Context: an optimization exercise on an open-source flow, tuned for small area, a short achievable clock period and few clock cycles. The choices shown serve that exercise and are no tape-out recipe. Where RTL was checked, it was by simulation tests only, not by an equivalence proof against the original. Power is estimated from default activity; no workload was simulated.

==> v14 <==
==> flow/design.v <==
package upscale_pkg;
    typedef logic [12-1:0] pixel_t;
    typedef logic [$clog2(8*8)-1:0] out_addr_t;
    typedef logic [1:0] win_idx_t;
    typedef logic [3:0] write_mode_t;
    typedef enum logic [1:0] {
        IDLE,
        SCAN,
        DRAIN
    } scan_state_t;
endpackage
`timescale 1ns/1ps
module upscale_top (
    input  logic   clk,
    input  logic   rst,
    input  logic   pix_valid,
    input  upscale_pkg::pixel_t pix_data,
    input  logic   start,
    output logic   busy,
    output logic   done,
    input  logic [2:0]  rd_row,
    output logic [8*12-1:0] rd_data
);
    localparam int PW = 12;
    logic [PW-1:0] live [0:15];
    logic [PW-1:0] live_nx [0:15];
    logic [PW-1:0] snap [0:15];
    logic [3:0]    wr_ptr;
    logic          busy_q;
    logic          zero_q;    
    wire acc_pix   = pix_valid & ~busy_q;
    wire acc_start = start & ~busy_q;
    always_ff @(posedge clk) begin
        if (!rst) begin
            wr_ptr <= '0;
            busy_q <= 1'b0;
            zero_q <= 1'b1;
        end else begin
            if (acc_pix) wr_ptr <= wr_ptr + 4'd1;
            busy_q <= acc_start;
            if (acc_start) zero_q <= 1'b0;
        end
    end
    always_comb begin
        for (int k = 0; k < 16; k++) begin
            live_nx[k] = ({PW{acc_pix && wr_ptr == 4'(k)}} & pix_data)
                       | ({PW{!(acc_pix && wr_ptr == 4'(k))}} & live[k]);
        end
    end
    always_ff @(posedge clk) begin
        for (int k = 0; k < 16; k++) begin
            live[k] <= live_nx[k];
            if (acc_start) snap[k] <= live_nx[k];
        end
    end
    assign busy = busy_q;
    assign done = busy_q;
    logic [3:0] st, sb;
    always_comb begin
        st = '0;
        sb = '0;
        case (rd_row)
            3'd0: begin st[0] = 1'b1; sb[0] = 1'b1; end
            3'd1: begin st[0] = 1'b1; sb[1] = 1'b1; end
            3'd2: begin st[1] = 1'b1; sb[0] = 1'b1; end
            3'd3: begin st[1] = 1'b1; sb[2] = 1'b1; end
            3'd4: begin st[2] = 1'b1; sb[1] = 1'b1; end
            3'd5: begin st[2] = 1'b1; sb[3] = 1'b1; end
            3'd6: begin st[3] = 1'b1; sb[2] = 1'b1; end
            default: begin st[3] = 1'b1; sb[3] = 1'b1; end
        endcase
        if (zero_q) begin
            st = '0;
            sb = '0;
        end
    end
    logic [PW-1:0] tp [0:3];
    logic [PW-1:0] bt [0:3];
    logic [PW+1:0] vs [0:3];
    logic [PW+1:0] vc [0:3];
    logic [PW+1:0] v [0:3];
    for (genvar c = 0; c < 4; c++) begin : g_v
        assign tp[c] = ({PW{st[0]}} & snap[c])     | ({PW{st[1]}} & snap[4+c])
                     | ({PW{st[2]}} & snap[8+c])   | ({PW{st[3]}} & snap[12+c]);
        assign bt[c] = ({PW{sb[0]}} & snap[c])     | ({PW{sb[1]}} & snap[4+c])
                     | ({PW{sb[2]}} & snap[8+c])   | ({PW{sb[3]}} & snap[12+c]);
        assign vs[c] = {1'b0, tp[c], 1'b0} ^ {2'b0, tp[c]} ^ {2'b0, bt[c]};
        assign vc[c] = ((({1'b0, tp[c], 1'b0} & {2'b0, tp[c]}) | ({1'b0, tp[c], 1'b0} & {2'b0, bt[c]})
                        | ({2'b0, tp[c]} & {2'b0, bt[c]}))) << 1;
        pfx_add #(.W(PW+2)) u_va (.a(vs[c]), .b(vc[c]), .y(v[c]));
    end
    logic [PW+3:0] hs [1:6];
    logic [PW+3:0] hc [1:6];
    logic [PW+3:0] h [1:6];
    logic [PW+1:0] hl [1:6];
    logic [PW+1:0] hr [1:6];
    assign hl[1] = v[0]; assign hr[1] = v[1];
    assign hl[2] = v[1]; assign hr[2] = v[0];
    assign hl[3] = v[1]; assign hr[3] = v[2];
    assign hl[4] = v[2]; assign hr[4] = v[1];
    assign hl[5] = v[2]; assign hr[5] = v[3];
    assign hl[6] = v[3]; assign hr[6] = v[2];
    for (genvar j = 1; j <= 6; j++) begin : g_h
        assign hs[j] = {1'b0, hl[j], 1'b0} ^ {2'b0, hl[j]} ^ {2'b0, hr[j]};
        assign hc[j] = ((({1'b0, hl[j], 1'b0} & {2'b0, hl[j]}) | ({1'b0, hl[j], 1'b0} & {2'b0, hr[j]})
                        | ({2'b0, hl[j]} & {2'b0, hr[j]}))) << 1;
        pfx_add #(.W(PW+4)) u_ha (.a(hs[j]), .b(hc[j]), .y(h[j]));
    end
    assign rd_data[0*PW +: PW] = v[0][PW+1:2];
    assign rd_data[1*PW +: PW] = h[1][PW+3:4];
    assign rd_data[2*PW +: PW] = h[2][PW+3:4];
    assign rd_data[3*PW +: PW] = h[3][PW+3:4];
    assign rd_data[4*PW +: PW] = h[4][PW+3:4];
    assign rd_data[5*PW +: PW] = h[5][PW+3:4];
    assign rd_data[6*PW +: PW] = h[6][PW+3:4];
    assign rd_data[7*PW +: PW] = v[3][PW+1:2];
endmodule
module pfx_add #(parameter int W = 16) (
    input  logic [W-1:0] a,
    input  logic [W-1:0] b,
    output logic [W-1:0] y
);
    localparam int L = $clog2(W);
    logic [W-1:0] g [0:L];
    logic [W-1:0] p [0:L];
    assign g[0] = a & b;
    assign p[0] = a ^ b;
    for (genvar l = 0; l < L; l++) begin : g_lv
        for (genvar i = 0; i < W; i++) begin : g_b
            if (((i >> l) & 1) == 1) begin : g_op
                localparam int J = ((i >> l) << l) - 1;
                assign g[l+1][i] = g[l][i] | (p[l][i] & g[l][J]);
                assign p[l+1][i] = p[l][i] & p[l][J];
            end else begin : g_pass
                assign g[l+1][i] = g[l][i];
                assign p[l+1][i] = p[l][i];
            end
        end
    end
    assign y = p[0] ^ {g[L][W-2:0], 1'b0};
endmodule
==> flow/run.sh <==
#!/bin/bash
# synth_recipe.tcl (not shown) runs the flow's synth.tcl, then flattens the netlist and writes it again
# the make line also repeats each setting of config.mk as NAME=value (left out here)
make -C /OpenROAD-flow-scripts/flow DESIGN_CONFIG=/design/flow/config.mk WORK_HOME=/design/flow/orfs CLKGATE_MAP_FILE= SYNTH_SCRIPT=/design/flow/synth_recipe.tcl finish
==> flow/config.mk <==
export PLATFORM = sky130hd
export DESIGN_NAME = upscale_top
export DESIGN_NICKNAME = upscale_top
export VERILOG_FILES = /design/flow/design.v
export SDC_FILE = /design/flow/constraint.sdc
export NUM_CORES = 4
export LEC_CHECK = 0
export ABC_AREA = 1
export CAP_MARGIN = 20
export CORE_MARGIN = 2
export CORE_UTILIZATION = 40
export SLEW_MARGIN = 20
==> flow/constraint.sdc <==
create_clock -name core_clock -period 9.0 [get_ports {clk}]
set_input_delay 1.8000 -clock core_clock [delete_from_list [all_inputs] [get_ports {clk}]]
set_output_delay 1.8000 -clock core_clock [all_outputs]
set_load 0.01 [all_outputs]
==> v39 (differences from v14) <==
--- a/flow/design.v
+++ b/flow/design.v
@@ -88,5 +88,5 @@
         assign vc[c] = ((({1'b0, tp[c], 1'b0} & {2'b0, tp[c]}) | ({1'b0, tp[c], 1'b0} & {2'b0, bt[c]})
                         | ({2'b0, tp[c]} & {2'b0, bt[c]}))) << 1;
-        pfx_add #(.W(PW+2)) u_va (.a(vs[c]), .b(vc[c]), .y(v[c]));
+        assign v[c]  = vs[c] + vc[c];
     end
     logic [PW+3:0] hs [1:6];
@@ -105,5 +105,5 @@
         assign hc[j] = ((({1'b0, hl[j], 1'b0} & {2'b0, hl[j]}) | ({1'b0, hl[j], 1'b0} & {2'b0, hr[j]})
                         | ({2'b0, hl[j]} & {2'b0, hr[j]}))) << 1;
-        pfx_add #(.W(PW+4)) u_ha (.a(hs[j]), .b(hc[j]), .y(h[j]));
+        assign h[j]  = hs[j] + hc[j];
     end
     assign rd_data[0*PW +: PW] = v[0][PW+1:2];
@@ -116,26 +116,2 @@
     assign rd_data[7*PW +: PW] = v[3][PW+1:2];
 endmodule
-module pfx_add #(parameter int W = 16) (
-    input  logic [W-1:0] a,
-    input  logic [W-1:0] b,
-    output logic [W-1:0] y
-);
-    localparam int L = $clog2(W);
-    logic [W-1:0] g [0:L];
-    logic [W-1:0] p [0:L];
-    assign g[0] = a & b;
-    assign p[0] = a ^ b;
-    for (genvar l = 0; l < L; l++) begin : g_lv
-        for (genvar i = 0; i < W; i++) begin : g_b
-            if (((i >> l) & 1) == 1) begin : g_op
-                localparam int J = ((i >> l) << l) - 1;
-                assign g[l+1][i] = g[l][i] | (p[l][i] & g[l][J]);
-                assign p[l+1][i] = p[l][i] & p[l][J];
-            end else begin : g_pass
-                assign g[l+1][i] = g[l][i];
-                assign p[l+1][i] = p[l][i];
-            end
-        end
-    end
-    assign y = p[0] ^ {g[L][W-2:0], 1'b0};
-endmodule
==> flow/flow/run.sh (new file) <==
#!/bin/bash
# Layout flow: the standard ORFS flow (standard synthesis unchanged), except that the
# buffer put on every input and output port is a plain buf_1 rather than the delay-cell
# buffer that buffer_ports picks by default. Timing repair still resizes these buffers.
# Runs in the work folder; make's full output goes to flow_make.log there, and ORFS keeps
# each step's own log under orfs/logs/.
set -euo pipefail
bash standard.sh "BUFFER_PORTS_ARGS=-buffer_cell sky130_fd_sc_hd__buf_1" finish > flow_make.log 2>&1
==> flow/standard.sh (new file) <==
#!/bin/bash
# synth_recipe.tcl (not shown) runs the flow's synth.tcl, then flattens the netlist and writes it again
# the make line also repeats each setting of config.mk as NAME=value (left out here)
make -C /OpenROAD-flow-scripts/flow DESIGN_CONFIG=/design/flow/config.mk WORK_HOME=/design/flow/orfs CLKGATE_MAP_FILE= SYNTH_SCRIPT=/design/flow/synth_recipe.tcl "${@:-finish}"
removed: flow/run.sh
==> v19 (differences from v14) <==
--- a/flow/design.v
+++ b/flow/design.v
@@ -88,5 +88,5 @@
         assign vc[c] = ((({1'b0, tp[c], 1'b0} & {2'b0, tp[c]}) | ({1'b0, tp[c], 1'b0} & {2'b0, bt[c]})
                         | ({2'b0, tp[c]} & {2'b0, bt[c]}))) << 1;
-        pfx_add #(.W(PW+2)) u_va (.a(vs[c]), .b(vc[c]), .y(v[c]));
+        assign v[c]  = vs[c] + vc[c];
     end
     logic [PW+3:0] hs [1:6];
@@ -105,5 +105,5 @@
         assign hc[j] = ((({1'b0, hl[j], 1'b0} & {2'b0, hl[j]}) | ({1'b0, hl[j], 1'b0} & {2'b0, hr[j]})
                         | ({2'b0, hl[j]} & {2'b0, hr[j]}))) << 1;
-        pfx_add #(.W(PW+4)) u_ha (.a(hs[j]), .b(hc[j]), .y(h[j]));
+        assign h[j]  = hs[j] + hc[j];
     end
     assign rd_data[0*PW +: PW] = v[0][PW+1:2];
@@ -116,26 +116,2 @@
     assign rd_data[7*PW +: PW] = v[3][PW+1:2];
 endmodule
-module pfx_add #(parameter int W = 16) (
-    input  logic [W-1:0] a,
-    input  logic [W-1:0] b,
-    output logic [W-1:0] y
-);
-    localparam int L = $clog2(W);
-    logic [W-1:0] g [0:L];
-    logic [W-1:0] p [0:L];
-    assign g[0] = a & b;
-    assign p[0] = a ^ b;
-    for (genvar l = 0; l < L; l++) begin : g_lv
-        for (genvar i = 0; i < W; i++) begin : g_b
-            if (((i >> l) & 1) == 1) begin : g_op
-                localparam int J = ((i >> l) << l) - 1;
-                assign g[l+1][i] = g[l][i] | (p[l][i] & g[l][J]);
-                assign p[l+1][i] = p[l][i] & p[l][J];
-            end else begin : g_pass
-                assign g[l+1][i] = g[l][i];
-                assign p[l+1][i] = p[l][i];
-            end
-        end
-    end
-    assign y = p[0] ^ {g[L][W-2:0], 1'b0};
-endmodule
ABC_AREA = unset   (was 1)
==> notes <==
v14 finished clean. v39 ran to the end with no violations. v19 finished clean.
The highest critical path depth belongs to v39, the lowest to v19.
Global-route usage, lowest first: v39, v14, v19.
Hold slack, lowest first: v39, v19, v14.
In v14 the design area is higher than in v39, by 14%.
==> figures <==
metric	v39	v19	v14
Routability-driven placement congestion ratio	0.946	0.902	0.874
Compound-Gate Fraction of Synth Area	15.9%	13.5%	14.7%
Setup repair after global routing missed its margin	-	yes	yes
Proportion of power drawn by combinational gates	47.4%	56.4%	54.1%
Outcome	finished clean	finished clean	finished clean
CLK BUF	46	54	48
Setup slack after layout	0.382 ns	0.0779 ns	0.296 ns
Antenna violations before repair	0	1	0
Number of standard-cell rows in the floorplan	88	87	87
Initial Util	40.5%	40.3%	40.5%
Testbench counts of v39, summed over its fixed seeds: cycles 6,528.
Testbench counts of v19, summed over its fixed seeds: cycles 6,528.
For v14, only the layout was checked, not whether the RTL still works.

## afterwards: timing with drivers on the ports
Ports are ideal in the flow. The routed layouts listed here were re-timed in OpenROAD. Step 1 sets driving cells, clkbuf_16 on the clock port and buf_2 on the other inputs (assumed; they add their load-dependent delay and slew). Step 2 adds t to the input delays and takes it off the output delays; t is the mean of the earliest and latest rising clock arrival at the registers after step 1. Input paths then give back, and output paths get back, about the clock's delay inside the block. Three values: ideal, step 1, step 2; two values: the first two.
run | t (ns) | setup slack, ns | worst register clock-pin slew, ns | cell pins on the clock port's net
v14 | 0.568 | 0.296 / 0.271 / 0.271 | 0.07 / 0.07 | 1
v39 | 0.558 | 0.382 / 0.357 / 0.357 | 0.07 / 0.07 | 1
v19 | 0.579 | 0.078 / 0.031 / 0.031 | 0.07 / 0.07 | 1
After both steps every run listed still meets setup and hold. For v19, which loses most, drivers alone change the setup slack by -0.047 ns; drivers and shift together by -0.047 ns.
